What follows belongs to an exercise in optimizing a design on an open flow for a short achievable clock period, few clock cycles and low power; a production flow would make more cautious choices.
Power and IR drop assume default switching activity.

== old ==
==> flow/design.v <==
`default_nettype none
package armPkg;
    localparam int wordWidth = 32;
    localparam int regAddrWidth = 4;
    typedef logic [wordWidth-1:0] word_t;        
    typedef logic [regAddrWidth-1:0] regAddr_t;
    typedef logic [3:0] flags_t;                 
    typedef logic [3:0] cond_t;
    typedef logic [2:0] aluOp_t;
    typedef logic [1:0] immSrc_t;
    typedef enum logic [3:0] {
        FETCH,
        DECODE,
        MEMADR,
        MEMRD,
        MEMWB,
        MEMWR,
        EXECUTER,
        EXECUTEI,
        ALUWB,
        BRANCH
    } ctrlState_t;
    localparam regAddr_t pcReg = 4'd15;
    localparam word_t pcStep = 32'd4;
    localparam logic [1:0] opDataProc = 2'b00;
    localparam logic [1:0] opMemory = 2'b01;
    localparam logic [1:0] opBranch = 2'b10;
    localparam logic [3:0] cmdAnd = 4'b0000;
    localparam logic [3:0] cmdEor = 4'b0001;
    localparam logic [3:0] cmdSub = 4'b0010;
    localparam logic [3:0] cmdAdd = 4'b0100;
    localparam logic [3:0] cmdOrr = 4'b1100;
    localparam aluOp_t aluAdd = 3'd0;
    localparam aluOp_t aluSub = 3'd1;
    localparam aluOp_t aluAnd = 3'd2;
    localparam aluOp_t aluOrr = 3'd3;
    localparam aluOp_t aluEor = 3'd4;
    localparam immSrc_t immDp8 = 2'b00;      
    localparam immSrc_t immMem12 = 2'b01;    
    localparam immSrc_t immBranch = 2'b10;   
endpackage
`default_nettype wire
`timescale 1ns/1ps
`default_nettype none
module armCore (
    input logic clk,
    input logic reset,
    output logic [31:0] adr,
    output logic [31:0] writeData,
    input logic [31:0] readData,
    output logic memWrite
);
    logic [10:2] pc;         
    logic [31:0] ir;
    logic [31:0] opA, opB;
    logic exDp;              
    logic exMem;             
    logic exStore;           
    logic exBr;              
    logic exSeq;             
    logic flagN, flagZ, flagC, flagV;
    logic [31:0] regs [0:14];
    function automatic logic condTest(input logic [3:0] c, input logic n, input logic z,
                                      input logic cf, input logic v);
        case (c)
            4'b0000: condTest = z;
            4'b0001: condTest = ~z;
            4'b0010: condTest = cf;
            4'b0011: condTest = ~cf;
            4'b0100: condTest = n;
            4'b0101: condTest = ~n;
            4'b0110: condTest = v;
            4'b0111: condTest = ~v;
            4'b1000: condTest = cf & ~z;
            4'b1001: condTest = ~cf | z;
            4'b1010: condTest = (n == v);
            4'b1011: condTest = (n != v);
            4'b1100: condTest = ~z & (n == v);
            4'b1101: condTest = z | (n != v);
            4'b1110: condTest = 1'b1;
            default: condTest = 1'b0;
        endcase
    endfunction
    logic [3:0] rd;
    logic loadBit;
    assign loadBit = ir[20];
    assign rd = ir[15:12];
    logic exAnd, exEor, exOrr, exAdd, exSub;     
    logic exFlagNZ, exFlagCV;                    
    logic [31:0] aluResult;
    logic [32:0] sum;
    logic newN, newZ, newC, newV, carry31;
    logic zAdd, zSub, zEor, zAnd, zOrr;
    armAdd32 aluAdd (.a(opA), .b(opB), .cin(exSub), .s(sum), .c31(carry31));
    assign aluResult = ({32{exAnd}} & (opA & opB)) | ({32{exEor}} & (opA ^ opB))
                     | ({32{exOrr}} & (opA | opB)) | ({32{exAdd | exSub}} & sum[31:0]);
    assign zAdd = ((opA ^ opB) == {opA[30:0] | opB[30:0], 1'b0});
    assign zSub = &(opA ^ opB);
    assign zEor = ((opA ^ opB) == 32'd0);
    assign zAnd = ((opA & opB) == 32'd0);
    assign zOrr = ((opA | opB) == 32'd0);
    assign newZ = (exAnd & zAnd) | (exEor & zEor) | (exOrr & zOrr) | (exAdd & zAdd)
                | (exSub & zSub);
    assign newN = (exAdd | exSub) ? (opA[31] ^ opB[31] ^ carry31) : aluResult[31];
    assign newC = sum[32];
    assign newV = (opA[31] == opB[31]) & (carry31 != opA[31]);
    logic xN, xZ, xC, xV;    
    assign xN = exFlagNZ ? newN : flagN;
    assign xZ = exFlagNZ ? newZ : flagZ;
    assign xC = exFlagCV ? newC : flagC;
    assign xV = exFlagCV ? newV : flagV;
    logic isLoad, regWrite, pcLoad, exWrite;
    logic [31:0] wbData;
    logic [10:2] fetchAdr;
    assign isLoad = exMem & loadBit;
    assign fetchAdr = exBr ? opA[10:2] : pc;
    assign adr[31:11] = {opA[31:12], exMem & opA[11]};
    assign adr[10:2] = exSeq ? pc : opA[10:2];
    assign adr[1:0] = opA[1:0];
    assign writeData = opB;
    assign memWrite = exStore;
    assign wbData = isLoad ? readData : aluResult;
    assign regWrite = exDp | isLoad;
    assign pcLoad = regWrite & (rd == 4'd15);
    assign exWrite = exDp & (rd != 4'd15);    
    always_ff @(posedge clk) begin
        if (regWrite && rd != 4'd15)
            regs[rd] <= wbData;
    end
    logic [3:0] fRn, fRm, fRd, fRb, fCmd;
    logic fSub;
    logic [1:0] fOp;
    logic fImm, fHazard, fValid;
    logic fDp, fMem, fBr;
    logic [11:2] fR15;
    logic [31:0] fA, fB, fBase, fRegB;
    logic [511:0] regView;    
    always_comb begin
        for (int r = 0; r < 15; r++)
            regView[32 * r +: 32] = regs[r];
        regView[511:480] = {20'd0, fR15, 2'b00};
    end
    armRead16 readA (.d(regView), .s(fRn), .q(fBase));
    armRead16 readB (.d(regView), .s(fRb), .q(fRegB));
    logic [32:0] fAdr;
    assign fOp = readData[27:26];
    assign fRn = readData[19:16];
    assign fRd = readData[15:12];
    assign fRm = readData[3:0];
    assign fCmd = readData[24:21];
    assign fSub = (fOp == 2'b00) & (fCmd == 4'b0010);
    assign fRb = (fOp == 2'b01) ? fRd : fRm;
    assign fImm = (fOp == 2'b00) & readData[25];
    assign fR15 = exBr ? {1'b0, opA[10:2]} + 10'd2 : {1'b0, pc} + 10'd2;
    assign fHazard = (fOp == 2'b01) & exWrite & (rd == fRn);
    assign fValid = ~(exMem | pcLoad | fHazard);
    logic [15:0] fCondTable;
    logic fCond;
    always_comb begin
        for (int k = 0; k < 16; k++)
            fCondTable[k] = condTest(readData[31:28], k[3], k[2], k[1], k[0]);
    end
    armPass passSel (.t(fCondTable), .n(xN), .z(xZ), .c(xC), .v(xV), .p(fCond));
    assign fDp = fValid & (fOp == 2'b00);
    assign fMem = fValid & (fOp == 2'b01);
    assign fBr = fValid & (fOp == 2'b10);
    logic nextDp, nextFlagNZ, nextFlagCV, nextMem, nextStore, nextBr, nextSeq;
    armAnd2 gDp (.a(fCond), .b(fDp), .y(nextDp));
    armAnd2 gFlagNZ (.a(fCond), .b(fDp & readData[20]), .y(nextFlagNZ));
    armAnd2 gFlagCV (.a(fCond), .b(fDp & readData[20] & ((fCmd == 4'b0100) | (fCmd == 4'b0010))),
                     .y(nextFlagCV));
    armAnd2 gMem (.a(fCond), .b(fMem), .y(nextMem));
    armAnd2 gStore (.a(fCond), .b(fMem & ~readData[20]), .y(nextStore));
    armAnd2 gBr (.a(fCond), .b(fBr), .y(nextBr));
    armNand2 gSeq (.a(fCond), .b(fMem | fBr), .y(nextSeq));
    armAdrAdd adrAdd (.base(fBase), .off(readData[11:0]), .s(fAdr[31:0]));
    assign fAdr[32] = 1'b0;
    always_comb begin
        if (exWrite && rd == fRn)
            fA = aluResult;
        else
            fA = fBase;
        if (fImm)
            fB = {24'd0, readData[7:0]};
        else if (exWrite && rd == fRb)
            fB = aluResult;
        else
            fB = fRegB;
    end
    always_ff @(posedge clk) begin
        ir <= readData;
        case (fOp)
            2'b01: opA <= fAdr[31:0];
            2'b10: opA <= {21'd0, fetchAdr + 9'd2 + readData[8:0], 2'b00};   
            default: opA <= fA;
        endcase
        opB <= fSub ? ~fB : fB;
        exAnd <= (fCmd == 4'b0000);
        exEor <= (fCmd == 4'b0001);
        exOrr <= (fCmd == 4'b1100);
        exSub <= (fCmd == 4'b0010);
        exAdd <= (fCmd != 4'b0000) & (fCmd != 4'b0001) & (fCmd != 4'b1100)
               & (fCmd != 4'b0010);
    end
    always_ff @(posedge clk or posedge reset) begin
        if (reset) begin
            pc <= 9'd0;
            exDp <= 1'b0;
            exFlagNZ <= 1'b0;
            exFlagCV <= 1'b0;
            exMem <= 1'b0;
            exStore <= 1'b0;
            exBr <= 1'b0;
            exSeq <= 1'b1;
        end else begin
            if (pcLoad)
                pc <= wbData[10:2];
            else if (!exMem)
                pc <= fHazard ? fetchAdr : fetchAdr + 9'd1;
            exDp <= nextDp;
            exFlagNZ <= nextFlagNZ;
            exFlagCV <= nextFlagCV;
            exMem <= nextMem;
            exStore <= nextStore;
            exBr <= nextBr;
            exSeq <= nextSeq;
        end
    end
    always_ff @(posedge clk or posedge reset) begin
        if (reset) begin
            flagN <= 1'b0;
            flagZ <= 1'b0;
            flagC <= 1'b0;
            flagV <= 1'b0;
        end else begin
            flagN <= xN;
            flagZ <= xZ;
            flagC <= xC;
            flagV <= xV;
        end
    end
endmodule
module armRead16 (
    input logic [511:0] d,
    input logic [3:0] s,
    output logic [31:0] q
);
    assign q = d[32 * s +: 32];
endmodule
module armAdrAdd (
    input logic [31:0] base,
    input logic [11:0] off,
    output logic [31:0] s
);
    logic c12;
    logic [31:12] ones [0:5];    
    armKs #(.N(12)) lo (.a(base[11:0]), .b(off), .cin(1'b0), .s(s[11:0]), .cout(c12), .cmsb());
    assign ones[0][12] = 1'b1;
    assign ones[0][31:13] = base[30:12];
    for (genvar l = 0; l < 5; l++) begin : level
        for (genvar i = 12; i < 32; i++) begin : bit_
            if (i - 12 >= (1 << l)) begin : node
                armAnd2 a (.a(ones[l][i]), .b(ones[l][i - (1 << l)]), .y(ones[l + 1][i]));
            end else begin : pass
                assign ones[l + 1][i] = ones[l][i];
            end
        end
    end
    for (genvar i = 12; i < 32; i++) begin : hi
        logic carry;
        armAnd2 c (.a(c12), .b(ones[5][i]), .y(carry));
        assign s[i] = base[i] ^ carry;
    end
endmodule
module armAdd32 (
    input logic [31:0] a,
    input logic [31:0] b,
    input logic cin,
    output logic [32:0] s,
    output logic c31           
);
    armKs #(.N(32)) add (.a(a), .b(b), .cin(cin), .s(s[31:0]), .cout(s[32]), .cmsb(c31));
endmodule
module armKs #(
    parameter int N = 32
) (
    input logic [N-1:0] a,
    input logic [N-1:0] b,
    input logic cin,
    output logic [N-1:0] s,
    output logic cout,
    output logic cmsb          
);
    localparam int L = $clog2(N);
    logic [N-1:0] p0;
    logic [N-1:0] g [0:L];
    logic [N-1:0] p [0:L];
    assign p0 = a ^ b;
    assign g[0] = (a & b) | {{(N - 1){1'b0}}, p0[0] & cin};
    assign p[0] = p0;
    for (genvar l = 0; l < L; l++) begin : level
        for (genvar i = 0; i < N; i++) begin : bit_
            if (i >= (1 << l)) begin : node
                armPg pg (.gh(g[l][i]), .ph(p[l][i]), .gl(g[l][i - (1 << l)]),
                          .pl(p[l][i - (1 << l)]), .g(g[l + 1][i]), .p(p[l + 1][i]));
            end else begin : pass
                assign g[l + 1][i] = g[l][i];
                assign p[l + 1][i] = p[l][i];
            end
        end
    end
    assign s = p0 ^ {g[L][N-2:0], cin};
    assign cout = g[L][N-1];
    assign cmsb = g[L][N-2];
endmodule
module armPass (
    input logic [15:0] t,
    input logic n,
    input logic z,
    input logic c,
    input logic v,
    output logic p
);
    assign p = t[{n, z, c, v}];
endmodule
module armAnd2 (
    input logic a,
    input logic b,
    output logic y
);
    assign y = a & b;
endmodule
module armNand2 (
    input logic a,
    input logic b,
    output logic y
);
    assign y = ~(a & b);
endmodule
module armPg (
    input logic gh,
    input logic ph,
    input logic gl,
    input logic pl,
    output logic g,
    output logic p
);
    assign g = gh | (ph & gl);
    assign p = ph & pl;
endmodule
`default_nettype wire
clock: 7.5 ns
lec_check: 0
abc_clock_period_in_ps: 2500
cap_margin: 20
core_margin: 2
core_utilization: 40
cts_buf_list: sky130_fd_sc_hd__clkbuf_16
cts_cluster_diameter: 60
cts_cluster_size: 30
setup_slack_margin: 3.5
slew_margin: 20
synth_hierarchical: 1
synth_minimum_keep_size: 0
run.sh (not shown) runs the stock make flow with config.mk's settings and CLKGATE_MAP_FILE= SYNTH_SCRIPT=/design/flow/synth_recipe.tcl, a recipe that flattens the netlist after the stock synthesis.
Setup changes, old to new
diff --git a/flow/design.v b/flow/design.v
--- a/flow/design.v
+++ b/flow/design.v
@@ -49,10 +49,11 @@
     output logic [31:0] writeData,
     input logic [31:0] readData,
     output logic memWrite
 );
     logic [10:2] pc;         
+    logic [11:2] pcR15;      
     logic [31:0] ir;
     logic [31:0] opA, opB;
     logic exDp;              
     logic exMem;             
     logic exStore;           
@@ -146,15 +147,19 @@
     assign fOp = readData[27:26];
     assign fRn = readData[19:16];
     assign fRd = readData[15:12];
     assign fRm = readData[3:0];
     assign fCmd = readData[24:21];
-    assign fSub = (fOp == 2'b00) & (fCmd == 4'b0010);
-    assign fRb = (fOp == 2'b01) ? fRd : fRm;
-    assign fImm = (fOp == 2'b00) & readData[25];
-    assign fR15 = exBr ? {1'b0, opA[10:2]} + 10'd2 : {1'b0, pc} + 10'd2;
-    assign fHazard = (fOp == 2'b01) & exWrite & (rd == fRn);
+    assign fSub = ~fOp[0] & (fCmd == 4'b0010);
+    assign fRb = fOp[0] ? fRd : fRm;
+    assign fImm = ~fOp[0] & readData[25];
+    assign fR15 = pcR15;
+    logic fReadsR15;
+    assign fReadsR15 = (((fOp == 2'b00) | (fOp == 2'b01)) & (fRn == 4'd15))
+                     | ((((fOp == 2'b00) & ~readData[25]) | ((fOp == 2'b01) & ~readData[20]))
+                        & (fRb == 4'd15));
+    assign fHazard = ((fOp == 2'b01) & exWrite & (rd == fRn)) | (exBr & fReadsR15);
     assign fValid = ~(exMem | pcLoad | fHazard);
     logic [15:0] fCondTable;
     logic fCond;
     always_comb begin
         for (int k = 0; k < 16; k++)
@@ -203,22 +208,26 @@
                & (fCmd != 4'b0010);
     end
     always_ff @(posedge clk or posedge reset) begin
         if (reset) begin
             pc <= 9'd0;
+            pcR15 <= 10'd2;
             exDp <= 1'b0;
             exFlagNZ <= 1'b0;
             exFlagCV <= 1'b0;
             exMem <= 1'b0;
             exStore <= 1'b0;
             exBr <= 1'b0;
             exSeq <= 1'b1;
         end else begin
-            if (pcLoad)
+            if (pcLoad) begin
                 pc <= wbData[10:2];
-            else if (!exMem)
+                pcR15 <= {1'b0, wbData[10:2]} + 10'd2;
+            end else if (!exMem) begin
                 pc <= fHazard ? fetchAdr : fetchAdr + 9'd1;
+                pcR15 <= {1'b0, fetchAdr} + (fHazard ? 10'd2 : 10'd3);
+            end
             exDp <= nextDp;
             exFlagNZ <= nextFlagNZ;
             exFlagCV <= nextFlagCV;
             exMem <= nextMem;
             exStore <= nextStore;
## What came out
- Wire length on met2 ended up 2.4% higher on new than on old.
- new vs old: power up by a few percent
- Sort old and new by non-clock buffer count, ascending, and new comes first.
- Met3 wire length (lower): new
- Per the comparison of new with old, non-clock buffer contribution to total cell area went down by 0.49 points, area of all placed cells without fillers went up by about 0.8%, share of the core filled with cells in the final layout went down by 0.63 points, wire length reported by the detailed router went up by 4000 um, area used by multi-input combinational logic went up by 0.98%.
- Compared to old, new has worst setup slack 270 ps higher.
Function was not checked in any run of this note: the RTL went through the layout flow alone.

* * *

## v6
RTL: the design.v shown in full above, as it stands there.
==> flow/config.mk <==
export PLATFORM = sky130hd
export DESIGN_NAME = armCore
export DESIGN_NICKNAME = armCore
export VERILOG_FILES = /design/flow/design.v
export SDC_FILE = /design/flow/constraint.sdc
export NUM_CORES = 4
export LEC_CHECK = 0
export ABC_CLOCK_PERIOD_IN_PS = 2500
export CAP_MARGIN = 20
export CORE_MARGIN = 2
export CORE_UTILIZATION = 60
export CTS_BUF_LIST = sky130_fd_sc_hd__clkbuf_16
export CTS_CLUSTER_DIAMETER = 60
export CTS_CLUSTER_SIZE = 30
export PLACE_DENSITY = 0.75
export SETUP_SLACK_MARGIN = 3.5
export SLEW_MARGIN = 20
export SYNTH_HIERARCHICAL = 1
export SYNTH_MINIMUM_KEEP_SIZE = 0
==> flow/constraint.sdc <==
create_clock -name core_clock -period 7.5 [get_ports {clk}]
set_input_delay 1.5000 -clock core_clock [delete_from_list [all_inputs] [get_ports {clk}]]
set_output_delay 1.5000 -clock core_clock [all_outputs]
set_load 0.01 [all_outputs]
v6 closes out successfully: all stages finished, all timing, DRC and antenna checks passed.
### v6 -> v7
-- flow/design.v --
<<< v6, line 52
);
    logic [10:2] pc;         
    logic [31:0] ir;
    logic [31:0] opA, opB;
>>> v7, line 52
);
    logic [10:2] pc;         
    logic [11:2] pcR15;      
    logic [31:0] ir;
    logic [31:0] opA, opB;
<<< v6, line 149
    assign fRm = readData[3:0];
    assign fCmd = readData[24:21];
    assign fSub = (fOp == 2'b00) & (fCmd == 4'b0010);
    assign fRb = (fOp == 2'b01) ? fRd : fRm;
    assign fImm = (fOp == 2'b00) & readData[25];
    assign fR15 = exBr ? {1'b0, opA[10:2]} + 10'd2 : {1'b0, pc} + 10'd2;
    assign fHazard = (fOp == 2'b01) & exWrite & (rd == fRn);
    assign fValid = ~(exMem | pcLoad | fHazard);
    logic [15:0] fCondTable;
>>> v7, line 150
    assign fRm = readData[3:0];
    assign fCmd = readData[24:21];
    assign fSub = ~fOp[0] & (fCmd == 4'b0010);
    assign fRb = fOp[0] ? fRd : fRm;
    assign fImm = ~fOp[0] & readData[25];
    assign fR15 = pcR15;
    logic fReadsR15;
    assign fReadsR15 = (((fOp == 2'b00) | (fOp == 2'b01)) & (fRn == 4'd15))
                     | ((((fOp == 2'b00) & ~readData[25]) | ((fOp == 2'b01) & ~readData[20]))
                        & (fRb == 4'd15));
    assign fHazard = ((fOp == 2'b01) & exWrite & (rd == fRn)) | (exBr & fReadsR15);
    assign fValid = ~(exMem | pcLoad | fHazard);
    logic [15:0] fCondTable;
<<< v6, line 206
        if (reset) begin
            pc <= 9'd0;
            exDp <= 1'b0;
            exFlagNZ <= 1'b0;
>>> v7, line 211
        if (reset) begin
            pc <= 9'd0;
            pcR15 <= 10'd2;
            exDp <= 1'b0;
            exFlagNZ <= 1'b0;
<<< v6, line 214
            exSeq <= 1'b1;
        end else begin
            if (pcLoad)
                pc <= wbData[10:2];
            else if (!exMem)
                pc <= fHazard ? fetchAdr : fetchAdr + 9'd1;
            exDp <= nextDp;
            exFlagNZ <= nextFlagNZ;
>>> v7, line 220
            exSeq <= 1'b1;
        end else begin
            if (pcLoad) begin
                pc <= wbData[10:2];
                pcR15 <= {1'b0, wbData[10:2]} + 10'd2;
            end else if (!exMem) begin
                pc <= fHazard ? fetchAdr : fetchAdr + 9'd1;
                pcR15 <= {1'b0, fetchAdr} + (fHazard ? 10'd2 : 10'd3);
            end
            exDp <= nextDp;
            exFlagNZ <= nextFlagNZ;
Findings:
Reported for v7 and v6, final number of max-transition violations turned out identical to the last digit.
v6 → v7: post-route total power grew by about 1%, power of the sequential group grew by about 4%, routed wire length grew by about 2.5%.
Going from v6 to v7, full die area now sits higher; final cell count now sits higher.
No functional check of the RTL was part of any run of this note.

[separate check: timing with driven ports]
The results above use ideal ports. As a check the final layouts listed here were re-extracted and re-timed, cells and wires unchanged. Step 1 sets driving cells, clkbuf_16 on the clock port and buf_2 on the other inputs (assumed; they add their load-dependent delay and slew). Step 2 adds t to the input delays and takes it off the output delays; t is the mean of the earliest and latest rising clock arrival at the registers after step 1. Input paths then give back, and output paths get back, about the clock's delay inside the block. a / b / c = no drivers / after step 1 / after step 2; a / b = the first two.
run | t (ns) | setup WS [ns] | worst hold slack (ns) | latest minus earliest clock arrival (ns)
old | 0.685 | 3.216 / 3.202 / 2.517 | 0.577 / 0.577 / 0.577 | 0.064 / 0.064
new | 0.697 | 3.484 / 3.253 / 2.556 | 0.555 / 0.555 / 0.555 | 0.074 / 0.074
v6 | 0.663 | 3.359 / 3.309 / 2.646 | 0.577 / 0.577 / 0.577 | 0.061 / 0.061
v7 | 0.664 | 3.541 / 3.189 / 2.525 | 0.551 / 0.551 / 0.551 | 0.074 / 0.074
After both steps every run listed still meets setup and hold. The setup slack of v7, which loses most, moves by -0.352 ns with the drivers and by -1.016 ns with both steps.
